This is an optimization exercise on Yosys and OpenROAD, whose aim is small area, not a production implementation.
Function was checked by simulation only, so behaviour that the tests miss may differ from the original.
No activity file was given, so power comes from the tool's default toggle rates.

[design/flow/flow/run.sh]
#!/bin/bash
set -euo pipefail
bash standard.sh \
  "CTS_ARGS=-sink_clustering_enable -repair_clock_nets -buf_list sky130_fd_sc_hd__clkbuf_16 -sink_clustering_size 27 -sink_clustering_max_diameter 85 -dont_use_dummy_load" \
  "BUFFER_PORTS_ARGS=-buffer_cell sky130_fd_sc_hd__buf_2" \
  finish > standard.log 2>&1
[design/flow/standard.sh]
#!/bin/bash
# synth_recipe.tcl (not shown) runs the flow's synth.tcl, then flattens the netlist and writes it again
# the make line also repeats each setting of config.mk as NAME=value (left out here)
make -C /OpenROAD-flow-scripts/flow DESIGN_CONFIG=/design/flow/config.mk WORK_HOME=/design/flow/orfs CLKGATE_MAP_FILE= SYNTH_SCRIPT=/design/flow/synth_recipe.tcl "${@:-finish}"
[design/flow/config.mk]
export PLATFORM = sky130hd
export DESIGN_NAME = datapath
export DESIGN_NICKNAME = datapath
export VERILOG_FILES = /design/flow/design.v
export SDC_FILE = /design/flow/constraint.sdc
export NUM_CORES = 4
export LEC_CHECK = 0
export CAP_MARGIN = 20
export CELL_PAD_IN_SITES_DETAIL_PLACEMENT = 1
export CELL_PAD_IN_SITES_GLOBAL_PLACEMENT = 1
export CORE_MARGIN = 2
export CORE_UTILIZATION = 45
export CTS_BUF_LIST = sky130_fd_sc_hd__clkbuf_16
export CTS_CLUSTER_DIAMETER = 85
export CTS_CLUSTER_SIZE = 27
export SETUP_SLACK_MARGIN = 0.05
export SLEW_MARGIN = 20
export SYNTH_HIERARCHICAL = 1
[design/flow/constraint.sdc]
create_clock -name core_clock -period 7.5 [get_ports {Clk}]
set_input_delay 1.5000 -clock core_clock [delete_from_list [all_inputs] [get_ports {Clk}]]
set_output_delay 1.5000 -clock core_clock [all_outputs]
set_load 0.01 [all_outputs]
[design/flow/design.v]
module datapath (
  input  logic        Clk,
  input  logic        Reset,
  input  logic [7:0]  D_Addr,
  input  logic        D_Wr,
  input  logic        RF_s,
  input  logic        RF_W_en,
  input  logic [3:0]  RF_W_Addr,
  input  logic [3:0]  RF_Ra_Addr,
  input  logic [3:0]  RF_Rb_Addr,
  input  logic [2:0]  ALU_s0,
  output logic [15:0] Ra_Data,
  output logic [15:0] Rb_Data,
  output logic [15:0] ALU_Out,
  output logic [15:0] W_Data,
  output logic [2:0]  Flags
);
  logic [15:0] rf  [16];
  logic [15:0] mem [256];
  logic [15:0] rd_data;
  logic [15:0] ra_sel, rb_sel;
  always_comb begin
    ra_sel = '0;
    rb_sel = '0;
    ra_sel[RF_Ra_Addr] = 1'b1;
    rb_sel[RF_Rb_Addr] = 1'b1;
  end
  logic [15:0][15:0] rf_bits;
  for (genvar r = 0; r < 16; r++) begin : g_rfb
    assign rf_bits[r] = rf[r];
  end
  dp_rfport u_ra (.sel(ra_sel), .rf(rf_bits), .q(Ra_Data));
  dp_rfport u_rb (.sel(rb_sel), .rf(rf_bits), .q(Rb_Data));
  logic [15:0] rf_load_n;
  logic [15:0] rf_wn;      
  assign rf_wn = ~W_Data | {16{Reset}};
  for (genvar r = 0; r < 16; r++) begin : g_rf
    assign rf_load_n[r] = ~(Reset | (RF_W_en & (RF_W_Addr == 4'(r))));
    for (genvar b = 0; b < 16; b++) begin : g_b
      logic nxt;
      dp_hold u (.load_n(rf_load_n[r]), .dn(rf_wn[b]), .q(rf[r][b]), .d(nxt));
      always_ff @(posedge Clk) rf[r][b] <= nxt;
    end
  end
  logic        op_sub, op_inc, op_arith;
  logic [15:0] b_in;
  logic [16:0] sum;
  logic        alu_c;
  assign op_sub   = (ALU_s0 == 3'b001);
  assign op_inc   = (ALU_s0 == 3'b110);
  assign op_arith = (ALU_s0 == 3'b000) | op_sub | op_inc;
  assign b_in     = op_inc ? 16'h0000 : (op_sub ? ~Rb_Data : Rb_Data);
  assign sum      = {1'b0, Ra_Data} + {1'b0, b_in} + {16'h0000, op_sub | op_inc};
  assign alu_c    = op_arith & (sum[16] ^ op_sub);
  always_comb begin
    case (ALU_s0)
      3'b000, 3'b001, 3'b110: ALU_Out = sum[15:0];
      3'b010:                 ALU_Out = Ra_Data;
      3'b011:                 ALU_Out = Ra_Data | Rb_Data;
      3'b100:                 ALU_Out = Ra_Data & Rb_Data;
      3'b101:                 ALU_Out = Ra_Data ^ Rb_Data;
      default:                ALU_Out = 16'h0000;
    endcase
  end
  assign W_Data = RF_s ? rd_data : ALU_Out;
  always_ff @(posedge Clk) begin
    if (Reset)                 Flags <= '0;
    else if (RF_W_en && !RF_s) Flags <= {alu_c, ALU_Out[15], ALU_Out == 16'h0000};
  end
  logic mem_phase;
  always_ff @(posedge Clk) mem_phase <= ~mem_phase;
  logic [15:0]  dec_hi, dec_lo, dec_hi_n, dec_lo_n, wdec_lo, wdec_lo_n;
  logic [255:0] sel;         
  logic [255:0] mem_load;    
  logic [255:0] mem_load_n;
  logic [15:0]  mem_wt;      
  logic [15:0]  mem_wy [16];  
  always_comb begin
    dec_hi = '0;
    dec_lo = '0;
    dec_hi[D_Addr[7:4]] = 1'b1;
    dec_lo[D_Addr[3:0]] = 1'b1;
  end
  assign dec_hi_n  = ~dec_hi;
  assign dec_lo_n  = ~dec_lo;
  assign wdec_lo   = dec_lo & {16{D_Wr & ~Reset}};
  assign wdec_lo_n = ~wdec_lo;
  assign mem_wt    = ~(Ra_Data ^ {16{mem_phase}});
  for (genvar g = 0; g < 16; g++) begin : g_wy
    for (genvar b = 0; b < 16; b++) begin : g_b
      dp_inv u (.a(mem_wt[b]), .y(mem_wy[g][b]));
    end
  end
  for (genvar w = 0; w < 256; w++) begin : g_word
    dp_nor2  u_sel (.a(dec_hi_n[w / 16]), .b(dec_lo_n[w % 16]), .y(sel[w]));
    dp_nand2 u_ldn (.a(dec_hi[w / 16]), .b(wdec_lo[w % 16]), .y(mem_load_n[w]));
    dp_nor2  u_ld  (.a(dec_hi_n[w / 16]), .b(wdec_lo_n[w % 16]), .y(mem_load[w]));
    for (genvar b = 0; b < 16; b++) begin : g_b
      logic nxt;
      dp_flip u (.load(mem_load[w]), .load_n(mem_load_n[w]), .y(mem_wy[w / 16][b]),
                 .q(mem[w][b]), .d(nxt));
      always_ff @(posedge Clk) mem[w][b] <= nxt;
    end
  end
  logic [15:0] rd_next;
  for (genvar b = 0; b < 16; b++) begin : g_bit
    logic [85:0] l1;
    logic [21:0] l2;
    logic [5:0]  l3;
    for (genvar k = 0; k < 85; k++) begin : g_l1
      dp_aoi222 u (.a1(mem[3*k][b]),   .a2(sel[3*k]),
                   .b1(mem[3*k+1][b]), .b2(sel[3*k+1]),
                   .c1(mem[3*k+2][b]), .c2(sel[3*k+2]), .y(l1[k]));
    end
    dp_nand2 u_l1x (.a(mem[255][b]), .b(sel[255]), .y(l1[85]));
    for (genvar k = 0; k < 21; k++) begin : g_l2
      dp_nand4 u (.a(l1[4*k]), .b(l1[4*k+1]), .c(l1[4*k+2]), .d(l1[4*k+3]), .y(l2[k]));
    end
    dp_nand2 u_l2x (.a(l1[84]), .b(l1[85]), .y(l2[21]));
    for (genvar k = 0; k < 5; k++) begin : g_l3
      dp_or4 u (.a(l2[4*k]), .b(l2[4*k+1]), .c(l2[4*k+2]), .d(l2[4*k+3]), .y(l3[k]));
    end
    dp_or2 u_l3x (.a(l2[20]), .b(l2[21]), .y(l3[5]));
    assign rd_next[b] = (|l3) ^ mem_phase;
  end
  always_ff @(posedge Clk) begin
    if (Reset) rd_data <= '0;
    else       rd_data <= rd_next;
  end
endmodule
module dp_rfport (
  input  logic [15:0] sel,
  input  logic [15:0][15:0] rf,
  output logic [15:0] q
);
  for (genvar b = 0; b < 16; b++) begin : g_bit
    logic [5:0] l1;
    logic [1:0] l2;
    for (genvar k = 0; k < 5; k++) begin : g_l1
      dp_aoi222 u (.a1(rf[3*k][b]),   .a2(sel[3*k]),
                   .b1(rf[3*k+1][b]), .b2(sel[3*k+1]),
                   .c1(rf[3*k+2][b]), .c2(sel[3*k+2]), .y(l1[k]));
    end
    dp_nand2 u_l1x (.a(rf[15][b]), .b(sel[15]), .y(l1[5]));
    dp_nand3 u_l2a (.a(l1[0]), .b(l1[1]), .c(l1[2]), .y(l2[0]));
    dp_nand3 u_l2b (.a(l1[3]), .b(l1[4]), .c(l1[5]), .y(l2[1]));
    dp_or2   u_l3  (.a(l2[0]), .b(l2[1]), .y(q[b]));
  end
endmodule
module dp_nand3 (
  input  logic a, b, c,
  output logic y
);
  assign y = ~(a & b & c);
endmodule
module dp_flip (
  input  logic load, load_n, y, q,
  output logic d
);
  dp_oai22 u (.a1(load), .a2(q), .b1(load_n), .b2(y), .y(d));
endmodule
module dp_oai22 (
  input  logic a1, a2, b1, b2,
  output logic y
);
  assign y = ~((a1 | a2) & (b1 | b2));
endmodule
module dp_hold (
  input  logic load_n, dn, q,
  output logic d
);
  logic keep;
  dp_nand2 u_k (.a(load_n), .b(q), .y(keep));
  dp_oai21 u_d (.a1(load_n), .a2(dn), .b1(keep), .y(d));
endmodule
module dp_oai21 (
  input  logic a1, a2, b1,
  output logic y
);
  assign y = ~((a1 | a2) & b1);
endmodule
module dp_aoi222 (
  input  logic a1, a2, b1, b2, c1, c2,
  output logic y
);
  assign y = ~((a1 & a2) | (b1 & b2) | (c1 & c2));
endmodule
module dp_inv (
  input  logic a,
  output logic y
);
  assign y = ~a;
endmodule
module dp_nand2 (
  input  logic a, b,
  output logic y
);
  assign y = ~(a & b);
endmodule
module dp_nor2 (
  input  logic a, b,
  output logic y
);
  assign y = ~(a | b);
endmodule
module dp_nand4 (
  input  logic a, b, c, d,
  output logic y
);
  assign y = ~(a & b & c & d);
endmodule
module dp_or4 (
  input  logic a, b, c, d,
  output logic y
);
  assign y = a | b | c | d;
endmodule
module dp_or2 (
  input  logic a, b,
  output logic y
);
  assign y = a | b;
endmodule
==> results.txt <==
most frequent cell after synthesis=dfxtp_1; Worst setup EP type=primary output; number of clock sinks=4372; Worst Tran Pin Value=1.16 ns; syn_area_per_cell=11.1 um^2; worst setup slack after layout=0.144 ns; Final period util=98.1%; Clk pin slew, worst setup/hold paths=0.08 ns; FMAX=136 MHz; HPWL after DPL=~450000 um; Min-Delay Path Class=flip-flop to flip-flop; Ys Warns=12; Final setup viols=0; Synthesized Nets=12900; top cells by area, synth=dfxtp_1 (61%), o22ai_1 (18%), a222oi_1 (11%); Cells after Synth=about 13000; Remaining Overflow, GRT=0; number of hold buffers added after CTS=0; global-route wire length before repair=950000 um; top cell type's share of synthesized area=approximately three fifths; placed inst area=153000 um^2; Yosys cell types=73; dpl ws=-0.0368 ns; Hold Worst Slack=approximately 0.46 ns; GPL Wtd Cong=0.941; largest net degree at the start of global routing=slightly above 40; via/cell ratio=roughly 7.6; Routed Antenna Nets=0; drt pass-1 iters=15; clk_skew=around 0.15 ns; status=timing/DRC/antenna clean; final hold violations=0; Clk Latency, worst-skew pair=approximately 0.97 ns; Leak=0.0577 uW; Peak VDD IR=0.000226 V; Die H=around 570 um; synth cell count leaders=dfxtp_1 (4372), o22ai_1 (4099), a222oi_1 (1520); Design Area, Final=158000 um^2; drt initial violations=approximately 23000; I/O pin total=95; worst-path maximum fanout=7; Startpoint Class=primary input; antenna violations before repair=86; Seq/Total Area, Yosys=61.5%; total power draw=42800 uW; crit path DAT=5.86 ns; final net count=13700; total wire length=673000 um; IO buf count=between 90 and 100; CP Class=primary input to primary output; unrepaired setup endpoints after global routing=true; Vias=135000; Synth Cell Area=142000 um^2; Post-synth EDFFs=0; Synth async-reset ratio=0%; Most used DFF post-synth=dfxtp_1; pwr dens=~270 nW/um^2; starting density of the core=45.2%; Avg WL per Cell=37.7 um; Chip Width=566 um; Period minus WS final=7.36 ns; Final Max Slew Viols=0; row cnt=206; Layout Area Growth over Synthesis=11.3%; Synth Register Bits=4372; MaxCap Viol Count=0; Bufs on Longest Clock Path=4; Inserted Clock Buffers=195; Synth area leader=dfxtp_1; # DRC=0; CTS tree=yes; CTS Root Cell=clkbuf_16; share of cells above drive strength 1=~8.8%; # H-tree levels=4; GRT Total Usage=39.6%; Critical Path RT=6.00 ns; Slew HR=roughly 22%; vias in the first global route=130000; fillers=33400; core area=315000 um^2; die area=321000 um^2; Worst R2R Setup Slack=2.95 ns
Yosys stat by module, one instance, submodules excluded, excerpt:
module / flops+latches / area (um^2) / times used / cells
dp_oai21: 0 / 5.00 / 256 / 1
dp_inv: 0 / 3.75 / 256 / 1
dp_nor2: 0 / 3.75 / 512 / 1
dp_aoi222: 0 / 10.0 / 1520 / 1
dp_nand3: 0 / 5.00 / 64 / 1
datapath: 4372 / 91900 / 1 / 5050
dp_or4: 0 / 7.51 / 80 / 1
dp_oai22: 0 / 6.26 / 4096 / 1
dp_or2: 0 / 6.26 / 48 / 1
dp_nand2: 0 / 3.75 / 576 / 1
dp_nand4: 0 / 6.26 / 336 / 1
flip-flops by register name, indices dropped and copies added (netlist names):
signal,cells
mem,4096
rf,256
rd_data,16
Flags,3
mem_phase,1
final timing paths:
check / from / to / cells past startpoint
max: RF_Rb_Addr[0] / W_Data[12] / 24
min: mem[254][9] / mem[254][9] / 1
max reg2reg: rf[8][0] / rf[3][15] / 19
min reg2reg: mem[254][9] / mem[254][9] / 1
layer usage:
layer / GRT usage (%) / vias to the layer above / wire [um]
li1: - / 56400 / -
met2: 58.5 / 8216 / 287000
met5: 0 / - / 495
met4: 20.7 / 62 / 39700
met1: 53.2 / 69200 / 268000
met3: 10.4 / 1515 / 77600
cells by family after synthesis:
| family | after synthesis | synth area share (%) |
|---|---|---|
| flops | 4372 | 61.5 |
| fa+ha+maj | 65 | 0.582 |
| mux | 25 | 0.188 |
| simple gates | 1905 | 6.22 |
| compound gates | 6008 | 30.2 |
| buf+inv | 372 | 0.997 |
| xor+xnor | 47 | 0.294 |
area by class of cell:
type / instances / area, um^2 / area share, %
antenna: 52 / 130 / 0.0821
clock buffer: 195 / 4880 / 3.08
inverter: 340 / 1280 / 0.809
multi-input combinational: 8050 / 54400 / 34.3
sequential: 4372 / 87500 / 55.2
tap: 4160 / 5200 / 3.29
timing repair buffer: 676 / 5010 / 3.16
metrics by stage:
| stage | setup TNS [ns] | std cells | util (%) |
|---|---|---|---|
| after floorplan | 0 | 12800 | - |
| after global placement | -0.800 | 17600 | 48.5 |
| after detailed placement | -0.0698 | 17600 | 48.6 |
| after CTS | 0 | 17800 | 50.2 |
| after global routing | 0 | 17800 | 50.3 |
| final | 0 | 17800 | 50.3 |
cell usage in the layout, fill, tap and decap left out, types with 24 or more instances in the layout:
cell type and instances:
inv_1 320, clkbuf_16 195, o21ai_1 260, nand2_1 647
nand3_1 72, ha_1 62, a222oi_1 1520, or2_1 47
buf_2 93, nor2_2 189, nand4_1 341, diode_2 52
o22ai_1 4099, dfxtp_1 4372, or4_1 97, buf_4 564
o21ai_0 27, nor2b_1 24, nor3_1 24, nor2_1 375
critical path, cell delays in order:
cell and delay (ns):
buf_2 0.14, inv_2 0.06, ha_4 0.18, buf_4 0.15
a31oi_4 0.13, buf_6 0.14, nor2b_1 0.06, a222oi_1 0.38
nand3_1 0.20, or2_4 0.29, nand3b_1 0.08, o21ai_0 0.08
a21oi_1 0.21, fa_2 0.25, inv_1 0.06, fa_2 0.34
nand2b_4 0.16, a21o_4 0.23, a211oi_4 0.26, o41ai_2 0.11
xor2_1 0.24, o22ai_1 0.13, mux2_4 0.32, buf_2 0.14
where the power goes:
group | total [uW] | internal, uW | switching, uW
registers | 25700 | 24700 | 1030
logic | 5030 | 1480 | 3550
clock network | 12000 | 4670 | 7370
what timing repair did:
item	CTS	global route
setup buffers	0	5
cloned	0	0
endpoints found under the setup margin	5	17
pin swaps	1	17
resized for setup	5	21

## re-timing with driven ports
Ports are ideal in the flow. The routed layout listed here was re-timed in OpenROAD.
Step 1 assumes that a clkbuf_16 drives the clock port and a buf_2 every other input.
Step 2 times the ports against the registers' clock, not the clock port: input delays grow and output delays shrink by t, the midpoint of the rising clock arrivals with the driver on.
a / b / c = ideal ports / drivers / drivers and shift; a / b = the first two.
shift t [ns]: 0.999
setup WS [ns]: 0.144 / 0.116 / -0.008
hold WS [ns]: 0.460 / 0.460 / 0.460
worst setup path at the end: input to register
worst data-port slew with drivers (ns): 0.13
With both steps, setup timing fails in this run, where it was met with ideal ports. The setup slack of this run moves by -0.028 ns with the drivers and by -0.152 ns with both steps.
